Source: an optimization exercise on an open RTL-to-GDS flow (aim: small area and a short achievable clock period). Production flows keep margins and buffers that such runs may drop.
At most, simulation tests tie the RTL to the original design; equivalence was not proved.
The clock input has no modelled driver; a real chip could not lean on it and would need a root buffer or a full tree.

==> flow/design.v <==
package spu_pkg;
    typedef enum logic [2:0] {
        FMT_RR  = 3'd0,
        FMT_RI7 = 3'd2
    } fmt_e;
    localparam logic [1:0] SH_SHL_OP   = 2'b11;
    localparam logic [1:0] SH_ROT_OP   = 2'b00;
    localparam logic [1:0] SH_ROTM_OP  = 2'b01;
    localparam logic [1:0] SH_ROTMA_OP = 2'b10;
endpackage
module sf2_shifter #(
    parameter int LO = 0,
    parameter int HI = 3
) (
    input  logic [15:0] x,
    input  logic [3:0]  amt,
    output logic [15:0] y
);
    logic [15:0] lv [LO:HI+1];
    assign lv[LO] = x;
    for (genvar l = LO; l <= HI; l++) begin : g_l
        assign lv[l+1] = amt[l] ? {lv[l][15-(1<<l):0], lv[l][15:16-(1<<l)]} : lv[l];
    end
    assign y = lv[HI+1];
endmodule
module sf2_rot2 #(
    parameter int LO = 0,
    parameter int HI = 3
) (
    input  logic [15:0] x,
    input  logic [3:0]  amt,
    input  logic [3:0]  amtn,
    output logic [15:0] y
);
    logic [15:0] lv [LO:HI+1];
    assign lv[LO] = x;
    for (genvar l = LO; l <= HI; l++) begin : g_l
        assign lv[l+1] = ({16{amt[l]}} & {lv[l][15-(1<<l):0], lv[l][15:16-(1<<l)]})
                       | ({16{amtn[l]}} & lv[l]);
    end
    assign y = lv[HI+1];
endmodule
module simple_fixed_2
(
    input  logic         clk,
    input  logic         reset,
    input  logic [0:10]  op,
    input  logic [2:0]   format,
    input  logic [6:0]   rt_addr,
    input  logic [0:127] ra,
    input  logic [0:127] rb,
    input  logic [0:17]  imm,
    input  logic         reg_write,
    output logic [0:127] rt_wb,
    output logic [6:0]   rt_addr_wb,
    output logic         reg_write_wb
);
    localparam int S0 = 1;   
    logic ok0, ri_fmt, ri0, wide0;
    assign ri_fmt = op[5] ? (format == spu_pkg::FMT_RI7) : (format == spu_pkg::FMT_RR);
    assign ok0   = (op[0:4] == 5'b00001) && op[6] && op[7] && ri_fmt;
    assign ri0   = op[5];
    assign wide0 = !op[8];
    logic [5:0]  s_cl [4];
    logic [4:0]  s_cu [4];
    logic [15:0] s_hu [4];
    logic [15:0] s_hl [4];
    logic [1:0]  s_sg [4];
    for (genvar j = 0; j < 4; j++) begin : g_s
        logic [31:0] x, b;
        assign x = ra[32*j +: 32];
        assign b = rb[32*j +: 32];
        assign s_cl[j] = ri0 ? imm[12:17] : b[5:0];
        assign s_cu[j] = ri0 ? imm[13:17] : (wide0 ? b[4:0] : b[20:16]);
        assign s_sg[j] = {x[31], wide0 ? x[31] : x[15]};
        sf2_shifter #(.LO(0), .HI(S0-1)) u_u (.x(x[31:16]), .amt(s_cu[j][3:0]), .y(s_hu[j]));
        sf2_shifter #(.LO(0), .HI(S0-1)) u_l (.x(x[15:0]),  .amt(s_cl[j][3:0]), .y(s_hl[j]));
    end
    logic         r1_ok, r1_we;
    logic [6:0]   r1_addr;
    logic         r1_wide;
    logic [1:0]   r1_kind;
    logic [15:0]  r1_hu [4];
    logic [15:0]  r1_hl [4];
    logic [5:0]   r1_cl [4];
    logic [4:0]   r1_cu [4];
    logic [1:0]   r1_sg [4];
    logic [3:0]   r1_cun [4];   
    logic [3:0]   r1_cln [4];
    always_ff @(posedge clk or negedge reset) begin
        if (!reset) begin
            r1_ok   <= 1'b0;
            r1_we   <= 1'b0;
            r1_addr <= '0;
        end else begin
            r1_ok   <= ok0;
            r1_we   <= reg_write;
            r1_addr <= rt_addr;
        end
    end
    always_ff @(posedge clk) begin
        r1_wide <= wide0;
        r1_kind <= op[9:10];
        for (int j = 0; j < 4; j++) begin
            r1_hu[j] <= s_hu[j];
            r1_hl[j] <= s_hl[j];
            r1_cl[j] <= s_cl[j];
            r1_cu[j] <= s_cu[j];
            r1_sg[j] <= s_sg[j];
            r1_cun[j] <= ~s_cu[j][3:0];
            r1_cln[j] <= ~s_cl[j][3:0];
        end
    end
    logic [0:127] a_rt;
    logic         shl, rot, arith;
    assign shl   = r1_kind == spu_pkg::SH_SHL_OP;
    assign rot   = r1_kind == spu_pkg::SH_ROT_OP;
    assign arith = r1_kind == spu_pkg::SH_ROTMA_OP;
    function automatic logic [15:0] therm(input logic [3:0] c);
        logic [15:0] t;
        t = 16'hFFFF;
        for (int l = 0; l < 4; l++)
            for (int k = 0; k < 16; k++)
                if (((k >> l) & 1) == 1)
                    t[k] = t[k] | !c[l];
                else
                    t[k] = t[k] & !c[l];
        therm = t;
    endfunction
    for (genvar j = 0; j < 4; j++) begin : g_a
        logic [15:0] hu, hl, ou, ol, gu, gl, t;
        logic [4:0]  cu, cl;
        logic        c5, zu, zl, zw, fu, fl;
        logic        au, bu, ccu, al, bl, ccl;
        sf2_rot2 #(.LO(S0), .HI(3)) u_u (.x(r1_hu[j]), .amt(r1_cu[j][3:0]), .amtn(r1_cun[j]), .y(hu));
        sf2_rot2 #(.LO(S0), .HI(3)) u_l (.x(r1_hl[j]), .amt(r1_cl[j][3:0]), .amtn(r1_cln[j]), .y(hl));
        assign cu = r1_cu[j];
        assign cl = r1_cl[j][4:0];
        assign c5 = r1_cl[j][5];
        assign zu = cu == 5'd0;
        assign zl = cl == 5'd0;
        assign zw = zl && !c5;
        assign fu = r1_ok && arith && r1_sg[j][1];
        assign fl = r1_ok && arith && r1_sg[j][0];
        always_comb begin
            if (rot) begin
                au = 1'b1; bu = 1'b0; ccu = 1'b0;
                al = 1'b1; bl = 1'b0; ccl = 1'b0;
            end else if (r1_wide) begin
                au  = shl ? !c5 && !cl[4] : zw;
                bu  = shl && !c5 && cl[4];
                ccu = !shl && c5 && cl[4];
                al  = shl ? 1'b0 : zw || (c5 && cl[4]);
                bl  = shl && !c5 && !cl[4];
                ccl = !shl && c5;
            end else begin
                au  = !shl && zu;
                bu  = shl && !cu[4];
                ccu = !shl && cu[4];
                al  = !shl && zl;
                bl  = shl && !cl[4];
                ccl = !shl && cl[4];
            end
            au = au && r1_ok; bu = bu && r1_ok; ccu = ccu && r1_ok;
            al = al && r1_ok; bl = bl && r1_ok; ccl = ccl && r1_ok;
        end
        assign gu = therm(cu[3:0]);
        assign gl = therm(cl[3:0]);
        assign t  = r1_wide ? gl ^ {16{cl[4]}} : 16'hFFFF;
        for (genvar k = 0; k < 16; k++) begin : g_k
            logic ku, kl;
            assign ku = au || (gu[k] ? bu : ccu);
            assign kl = al || (gl[k] ? bl : ccl);
            assign ou[k] = ku ? (t[k] ? hu[k] : hl[k]) : fu;
            assign ol[k] = kl ? (t[k] ? hl[k] : hu[k]) : fl;
        end
        assign a_rt[32*j +: 32] = {ou, ol};
    end
    logic [0:127] r2_rt, r3_rt;
    logic [6:0]   r2_addr, r3_addr;
    logic         r2_we, r3_we;
    always_ff @(posedge clk or negedge reset) begin
        if (!reset) begin
            r2_rt   <= '0;
            r2_addr <= '0;
            r2_we   <= 1'b0;
            r3_rt   <= '0;
            r3_addr <= '0;
            r3_we   <= 1'b0;
        end else begin
            r2_rt   <= a_rt;
            r2_addr <= r1_addr;
            r2_we   <= r1_ok & r1_we;
            r3_rt   <= r2_rt;
            r3_addr <= r2_addr;
            r3_we   <= r2_we;
        end
    end
    assign rt_wb        = r3_rt;
    assign rt_addr_wb   = r3_addr;
    assign reg_write_wb = r3_we;
endmodule
clock: 6.0 ns
lec_check: 0
cap_margin: 20
core_margin: 2
core_utilization: 60
setup_slack_margin: 3.8
slew_margin: 20
standard.sh (not shown) runs the stock make flow with config.mk's settings and CLKGATE_MAP_FILE= SYNTH_SCRIPT=/design/flow/synth_recipe.tcl, a recipe that flattens the netlist after the stock synthesis.
==> flow/flow/run.sh <==
#!/bin/bash
# Standard ORFS layout with plain buf_1 port buffers and a two-level clock
# tree built by flow/mycts.tcl in place of the flow's clock tree synthesis.
set -euo pipefail
bash standard.sh "BUFFER_PORTS_ARGS=-buffer_cell sky130_fd_sc_hd__buf_1" "PRE_CTS_TCL=$PWD/flow/mycts.tcl" finish > standard.log 2>&1
Other scripts of this flow, unchanged in this note and not shown: flow/flow/mycts.tcl
Then changed:
--- a/flow/design.v
+++ b/flow/design.v
@@ -55,7 +55,7 @@
     output logic [6:0]   rt_addr_wb,
     output logic         reg_write_wb
 );
-    localparam int S0 = 1;   
+    localparam int S0 = 0;   
     logic ok0, ri_fmt, ri0, wide0;
     assign ri_fmt = op[5] ? (format == spu_pkg::FMT_RI7) : (format == spu_pkg::FMT_RR);
     assign ok0   = (op[0:4] == 5'b00001) && op[6] && op[7] && ri_fmt;
@@ -73,8 +73,8 @@
         assign s_cl[j] = ri0 ? imm[12:17] : b[5:0];
         assign s_cu[j] = ri0 ? imm[13:17] : (wide0 ? b[4:0] : b[20:16]);
         assign s_sg[j] = {x[31], wide0 ? x[31] : x[15]};
-        sf2_shifter #(.LO(0), .HI(S0-1)) u_u (.x(x[31:16]), .amt(s_cu[j][3:0]), .y(s_hu[j]));
-        sf2_shifter #(.LO(0), .HI(S0-1)) u_l (.x(x[15:0]),  .amt(s_cl[j][3:0]), .y(s_hl[j]));
+        assign s_hu[j] = x[31:16];
+        assign s_hl[j] = x[15:0];
     end
     logic         r1_ok, r1_we;
     logic [6:0]   r1_addr;
What happened: Wire length came out lower slightly. Critical path depth came out higher by 3. Via count came out lower slightly. Design area came out lower slightly. Core utilization came out lower by 2.8 points. Worst setup slack is worse by 0.15 ns.
Function not checked in the second run of this note: the RTL went through the layout flow alone. No run of this note takes its clock network from TritonCTS; it comes from the design's own scripts or RTL.

-- afterwards: timing with drivers on the ports --
The results above use ideal ports. As a check the final layouts listed here were re-extracted and re-timed, cells and wires unchanged.
Step 1 assumes that a clkbuf_16 drives the clock port and a buf_2 every other input.
Step 2 moves the port delays by t, midway between the first and last clock arrival at a register: inputs arrive t later, outputs are due t later. That takes back most of the time a late clock gives input paths.
Slacks: no drivers / after step 1 / after step 2; pairs: no drivers / after step 1.
run | t, ns | setup slack, ns | worst slew at a driven data input, ns
the first run | 0.472 | 3.820 / 3.696 / 3.437 | 0.10
the second run | 0.482 | 3.674 / 3.674 / 3.674 | 0.11
After both steps every run listed still meets setup and hold. For the first run, which loses most, drivers alone change the setup slack by -0.124 ns; drivers and shift together by -0.383 ns.
